Source: an optimization exercise on an open RTL-to-GDS flow (aim: small area). Production flows keep margins and buffers that such runs may drop. In this exercise RTL edits were held to simulation tests only and were not proved equivalent to the original. No activity file was given, so power comes from the tool's default toggle rates.

## flow/run.sh

```bash
#!/bin/bash
# synth_recipe.tcl (not shown) runs the flow's synth.tcl, then flattens the netlist and writes it again
# the make line also repeats each setting of config.mk as NAME=value (left out here)
make -C /OpenROAD-flow-scripts/flow DESIGN_CONFIG=/design/flow/config.mk WORK_HOME=/design/flow/orfs CLKGATE_MAP_FILE= SYNTH_SCRIPT=/design/flow/synth_recipe.tcl finish
```

## flow/design.v

```verilog
package branch_chkpt_ctrl_pkg;
    localparam int PREGS       = 64;
    localparam int PREG_W      = 6;
    localparam int COUNT_W     = $clog2(PREGS) + 1;
    localparam int NUM_ARCH    = 32;
    localparam int MAP_W       = NUM_ARCH * PREG_W;
    localparam int NUM_CHKPT   = 4;
    localparam int CHKPT_TAG_W = 4;
    typedef enum logic {
        ST_IDLE,
        ST_RECOVER
    } chkpt_state_e;
    typedef struct packed {
        logic [MAP_W-1:0]   rat_map;
        logic [PREG_W-1:0]  fl_head;
        logic [COUNT_W-1:0] fl_count;
        logic [COUNT_W-1:0] free_since;
        logic               valid;
        logic               resolved;
    } chkpt_slot_t;
endpackage
module branch_chkpt_ctrl #(
    parameter int NUM_CHKPT = branch_chkpt_ctrl_pkg::NUM_CHKPT,
    parameter int TAG_W     = branch_chkpt_ctrl_pkg::CHKPT_TAG_W
) (
    input  logic                                        clk_i,
    input  logic                                        rst_i,
    input  logic                                        chkpt_we_i,
    input  logic [branch_chkpt_ctrl_pkg::MAP_W-1:0]     chkpt_rat_map_i,
    input  logic [branch_chkpt_ctrl_pkg::PREG_W-1:0]    chkpt_fl_head_i,
    input  logic [branch_chkpt_ctrl_pkg::COUNT_W-1:0]   chkpt_fl_free_count_i,
    output logic [TAG_W-1:0]                            chkpt_tag_o,
    output logic                                        chkpt_avail_o,
    input  logic                                        commit_free_valid_i,
    input  logic [branch_chkpt_ctrl_pkg::PREG_W-1:0]    fl_live_tail_i,
    input  logic                                        resolve_valid_i,
    input  logic [TAG_W-1:0]                            resolve_tag_i,
    input  logic                                        resolve_mispredict_i,
    output logic                                        rat_recover_o,
    output logic [branch_chkpt_ctrl_pkg::MAP_W-1:0]     rat_recover_map_o,
    output logic                                        fl_recover_o,
    output logic [branch_chkpt_ctrl_pkg::PREG_W-1:0]    fl_recover_head_o,
    output logic [branch_chkpt_ctrl_pkg::PREG_W-1:0]    fl_recover_tail_o,
    output logic [branch_chkpt_ctrl_pkg::COUNT_W-1:0]   fl_recover_free_count_o,
    output logic                                        flush_o,
    output logic                                        busy_o
);
    localparam int PTR_W   = $clog2(NUM_CHKPT);
    localparam int MAP_W   = branch_chkpt_ctrl_pkg::MAP_W;
    localparam int PREG_W  = branch_chkpt_ctrl_pkg::PREG_W;
    localparam int COUNT_W = branch_chkpt_ctrl_pkg::COUNT_W;
    localparam logic ST_IDLE    = 1'b0;
    localparam logic ST_RECOVER = 1'b1;
    logic [MAP_W-1:0]   slot_rat_map    [NUM_CHKPT];
    logic [PREG_W-1:0]  slot_fl_head    [NUM_CHKPT];
    logic [COUNT_W-1:0] slot_fl_count   [NUM_CHKPT];
    logic [COUNT_W-1:0] slot_free_since [NUM_CHKPT];
    logic [NUM_CHKPT-1:0] slot_valid;
    logic [NUM_CHKPT-1:0] slot_resolved;
    logic [PTR_W-1:0]   oldest_q;
    logic [PTR_W-1:0]   alloc_q;
    logic [PTR_W-1:0]   rec_tag_q;
    logic               state_q;
    logic               state_d;
    logic               full;
    logic               tag_in_range;
    logic               tag_hit;
    logic               mispredict;
    logic               resolve_ok;
    logic               capture;
    logic               retire;
    logic [PTR_W-1:0]   res_idx;
    logic [PTR_W-1:0]   res_dist;
    logic [NUM_CHKPT-1:0] younger_mask;
    assign full          = slot_valid[alloc_q];
    assign res_idx       = resolve_tag_i[PTR_W-1:0];
    assign tag_in_range  = {1'b0, resolve_tag_i} < (TAG_W+1)'(NUM_CHKPT);
    assign tag_hit       = resolve_valid_i && tag_in_range && slot_valid[res_idx]
                           && (state_q == ST_IDLE);
    assign mispredict    = tag_hit && resolve_mispredict_i;
    assign resolve_ok    = tag_hit && !resolve_mispredict_i;
    assign chkpt_avail_o = !full && (state_q == ST_IDLE)
                           && !(resolve_valid_i && resolve_mispredict_i);
    assign capture       = chkpt_we_i && chkpt_avail_o;
    assign retire        = slot_valid[oldest_q] && slot_resolved[oldest_q];
    assign res_dist      = res_idx - oldest_q;
    assign chkpt_tag_o   = TAG_W'(alloc_q);
    assign busy_o        = (state_q != ST_IDLE);
    always_comb begin
        younger_mask = '0;
        for (int i = 0; i < NUM_CHKPT; i++) begin
            younger_mask[i] = (PTR_W'(i) - oldest_q) >= res_dist;
        end
    end
    always_ff @(posedge clk_i or posedge rst_i) begin
        if (rst_i) begin
            state_q   <= ST_IDLE;
            oldest_q  <= '0;
            alloc_q   <= '0;
            rec_tag_q <= '0;
            for (int i = 0; i < NUM_CHKPT; i++) begin
                slot_rat_map[i]    <= '0;
                slot_fl_head[i]    <= '0;
                slot_fl_count[i]   <= '0;
                slot_free_since[i] <= '0;
                slot_valid[i]      <= 1'b0;
                slot_resolved[i]   <= 1'b0;
            end
        end else begin
            state_q <= state_d;
            for (int i = 0; i < NUM_CHKPT; i++) begin
                if (commit_free_valid_i && slot_valid[i]) begin
                    slot_free_since[i] <= slot_free_since[i] + 1'b1;
                end
            end
            if (retire) begin
                slot_valid[oldest_q] <= 1'b0;
                oldest_q             <= oldest_q + 1'b1;
            end
            if (resolve_ok) begin
                slot_resolved[res_idx] <= 1'b1;
            end
            if (capture) begin
                slot_rat_map[alloc_q]    <= chkpt_rat_map_i;
                slot_fl_head[alloc_q]    <= chkpt_fl_head_i;
                slot_fl_count[alloc_q]   <= chkpt_fl_free_count_i;
                slot_free_since[alloc_q] <= '0;
                slot_valid[alloc_q]      <= 1'b1;
                slot_resolved[alloc_q]   <= 1'b0;
                alloc_q                  <= alloc_q + 1'b1;
            end
            if (mispredict) begin
                for (int i = 0; i < NUM_CHKPT; i++) begin
                    if (younger_mask[i]) begin
                        slot_valid[i] <= 1'b0;
                    end
                end
                alloc_q   <= res_idx;
                rec_tag_q <= res_idx;
            end
        end
    end
    always_comb begin
        state_d = state_q;
        case (state_q)
            ST_IDLE:    if (mispredict) state_d = ST_RECOVER;
            ST_RECOVER: state_d = ST_IDLE;
            default:    state_d = ST_IDLE;
        endcase
    end
    always_comb begin
        rat_recover_o           = 1'b0;
        fl_recover_o            = 1'b0;
        flush_o                 = 1'b0;
        rat_recover_map_o       = '0;
        fl_recover_head_o       = '0;
        fl_recover_tail_o       = '0;
        fl_recover_free_count_o = '0;
        if (state_q == ST_RECOVER) begin
            rat_recover_o           = 1'b1;
            fl_recover_o            = 1'b1;
            flush_o                 = 1'b1;
            rat_recover_map_o       = slot_rat_map[rec_tag_q];
            fl_recover_head_o       = slot_fl_head[rec_tag_q];
            fl_recover_tail_o       = fl_live_tail_i;
            fl_recover_free_count_o = slot_fl_count[rec_tag_q] + slot_free_since[rec_tag_q]
                                      + COUNT_W'(commit_free_valid_i);
        end
    end
endmodule
```

## flow/config.mk

```make
export PLATFORM = sky130hd
export DESIGN_NAME = branch_chkpt_ctrl
export DESIGN_NICKNAME = branch_chkpt_ctrl
export VERILOG_FILES = /design/flow/design.v
export SDC_FILE = /design/flow/constraint.sdc
export NUM_CORES = 4
export LEC_CHECK = 0
export CAP_MARGIN = 20
export CORE_MARGIN = 2
export CORE_UTILIZATION = 40
export SLEW_MARGIN = 20
```

## flow/constraint.sdc

```tcl
create_clock -name core_clock -period 5.5 [get_ports {clk_i}]
set_input_delay 1.1000 -clock core_clock [delete_from_list [all_inputs] [get_ports {clk_i}]]
set_output_delay 1.1000 -clock core_clock [all_outputs]
set_load 0.01 [all_outputs]
```

==> run summary <==
wire per inst 23.8 um; Hold Crit Class flop to flop; CP Data Required Time 4.40 ns; die area 106000 um2; post-route minimum period 5.11 ns; CTS max path bufs 3; endpoints failing hold 0; Initial DRC Count 1220; Yosys top cell by area dfrtp_1; fraction of registers with async set/reset 100%; pwr dens 560 nW/um2; Final Power 0.0282 W; flop-to-flop setup slack 2.24 ns; status complete, no violations; Initial Utilization 40.4%; die width 325 um; Setup Buffers After CTS 0; largest cells by area after synthesis dfrtp_1, mux2_4, mux4_2; period utilization 92.9%; Placed Area 47000 um2; core area 102000 um2; first-pass GRT wire length 163000 um; hold_ws 0.488 ns; # DRC 0; commonest non-fill, non-tap cell in the layout dfrtp_1; fmax 196 MHz; Congestion Overflow GR 0; CTS root buf clkbuf_16; #FFs+latches synth 863; Yosys warning total 5; CP max FO 27; PortBufs 438; kind of cell adding the most delay to the critical path buffers and inverters; Arrival @ worst endpoint 4.01 ns; clk slew on worst S/H paths 0.06 ns; unrepaired setup endpoints after global routing false; routed vias 23100; Synth Area per Inst 16.5 um2; skew final 0.0162 ns; worst vdd ir 0.351 mV; final setup violation count 0; final slew viol count 0; EDFF count, synth 0; initial antenna violation count 20; number of H-tree levels 3; sequential fraction of the synthesis area 52.3%; LEAKAGE 21.4 nW; CP cell instances buf_4, mux4_2, ha_1, nor2b_1, o31ai_1, a21oi_1, xnor2_1, and2_1, clkdlybuf4s50_1; synth-to-layout area growth 21.9%; crit end category output port; detailed-route vias per instance 5.27; clock buffer count from CTS 98; share of layout cells above drive strength 1 41.7%; Worst Tran Pin Value 1.05 ns; TritonCTS clock tree done; later-pin clock latency in the skew report 0.68 ns; Slew HR 30.3%; Worst setup SP type flop; Die H 325 um; Layout Cell Area excl Fill 50400 um2; commonest non-fill, non-tap cells in the layout dfrtp_1, mux2_4, clkdlybuf4s50_1, mux2_2, mux4_2; total of max-cap violations 0; IO Pins 441; critical path buffer and inverter count 2; Syn Std Cell Area 41300 um2; Post-CTS Hold Fix Bufs 0; Crit-path slowest cell dfrtp_4; slowest cell delay on critical path 0.76 ns; vias in the first global route 26300; clock tree sinks 863; aggregate global-route resource usage 19.8%; Antenna Nets Post-Route 0; pin count of the biggest net entering global routing 153; DRT Pass-1 Iters 5; count of cell types in the netlist 46; area share of the largest cell type after synthesis 52.3%; Post-Route WL 104000 um; cts repair resizes 0; ys flop type dfrtp_1; DPL Wire Length 66000 um; Std-Cell Rows 117; Setup Crit Path Kind flop to output port; Final Net Count 3174; placer congestion estimate 0.777; cell count after synthesis 2502; final core area utilization 49.3%
-- layer usage --
metal | global-route usage, % | wire length (um)
met2 | 32.7 | 51300
met4 | 5.40 | 2290
met1 | 26.1 | 45500
met3 | 4.55 | 5070
met5 | 0 | 153
-- cell usage after synthesis (all sizes together) (12+ instances only) --
cell type    n
mux4       213
clkbuf      36
ha          22
xor2        19
buf        138
nor2        34
nand3       13
inv         19
and2       210
dfrtp      863
a21oi       12
mux2       820
nand2       25
-- logic make-up after synthesis --
group / share of synthesized area, %
multiplexers: 38.2
flip-flops: 52.3
AND/OR/NAND/NOR: 4.36
buffers and inverters: 3.07
AO/OA/AOI/OAI: 0.672
XOR/XNOR: 0.594
adder cells (fa/ha/maj): 0.860
other: 0.00908
-- stage by stage --
step	std cells	worst slack [ns]	setup TNS (ns)
6_report	4383	0.390	0
5_1_grt	4381	0.104	0
4_1_cts	4375	0.196	0
3_5_place_dp	4195	0.600	0
3_3_place_gp	4195	0.588	0
2_1_floorplan	2503	-7.46	-6439.66
-- cell type report --
class / instances / area (um2)
diodes: 8 / 20.0
clock buffers: 149 / 2890
repair buffers: 498 / 5140
fillers: 8623 / 51800
multi-input cells: 1447 / 18500
clock inverters: 31 / 452
well taps: 1368 / 1710
inverters: 19 / 75.1
flip-flops and latches: 863 / 21600
-- worst paths after layout --
kind | startpoint | to | cells past startpoint
setup / recovery | rec_tag_q[0] | fl_recover_free_count_o[6] | 9
hold / removal | slot_rat_map[1][0] | slot_rat_map[1][0] | 1
setup reg to reg | state_q | slot_fl_head[1][4] | 6
hold reg to reg | slot_rat_map[1][0] | slot_rat_map[1][0] | 1
max in group asynchronous | rst_i | slot_rat_map[1][73] | 3
min in group asynchronous | rst_i | slot_rat_map[3][151] | 2
-- flip-flops by register name, indices dropped and copies added, names as in the netlist --
name	count
alloc_q	2
oldest_q	2
rec_tag_q	2
slot_fl_count	28
slot_fl_head	24
slot_free_since	28
slot_rat_map	768
slot_resolved	4
slot_valid	4
state_q	1
-- power breakdown --
group / internal [W] / switching (W)
Clock: 0.00408 / 0.00267
Combinational: 0.00666 / 0.00346
Sequential: 0.00949 / 0.00185

[port drivers added, routing unchanged]
The results above use ideal ports. As a check the final layout listed here was re-extracted and re-timed, cells and wires unchanged.
Step 1 sets driving cells, clkbuf_16 on the clock port and buf_2 on the other inputs (assumed; they add their load-dependent delay and slew).
Step 2 also shifts input and output timing later by t, the mid clock arrival at the registers, as if the neighbouring blocks saw the same clock.
a / b / c = no drivers / after step 1 / after step 2; a / b = the first two.
shift t [ns]: 0.736
setup slack, ns: 0.390 / 0.321 / 0.546
cell pins on the clock port's net: 1
After both steps setup and hold are still met in this run. For this run, drivers alone change the setup slack by -0.069 ns; drivers and shift together by +0.156 ns.
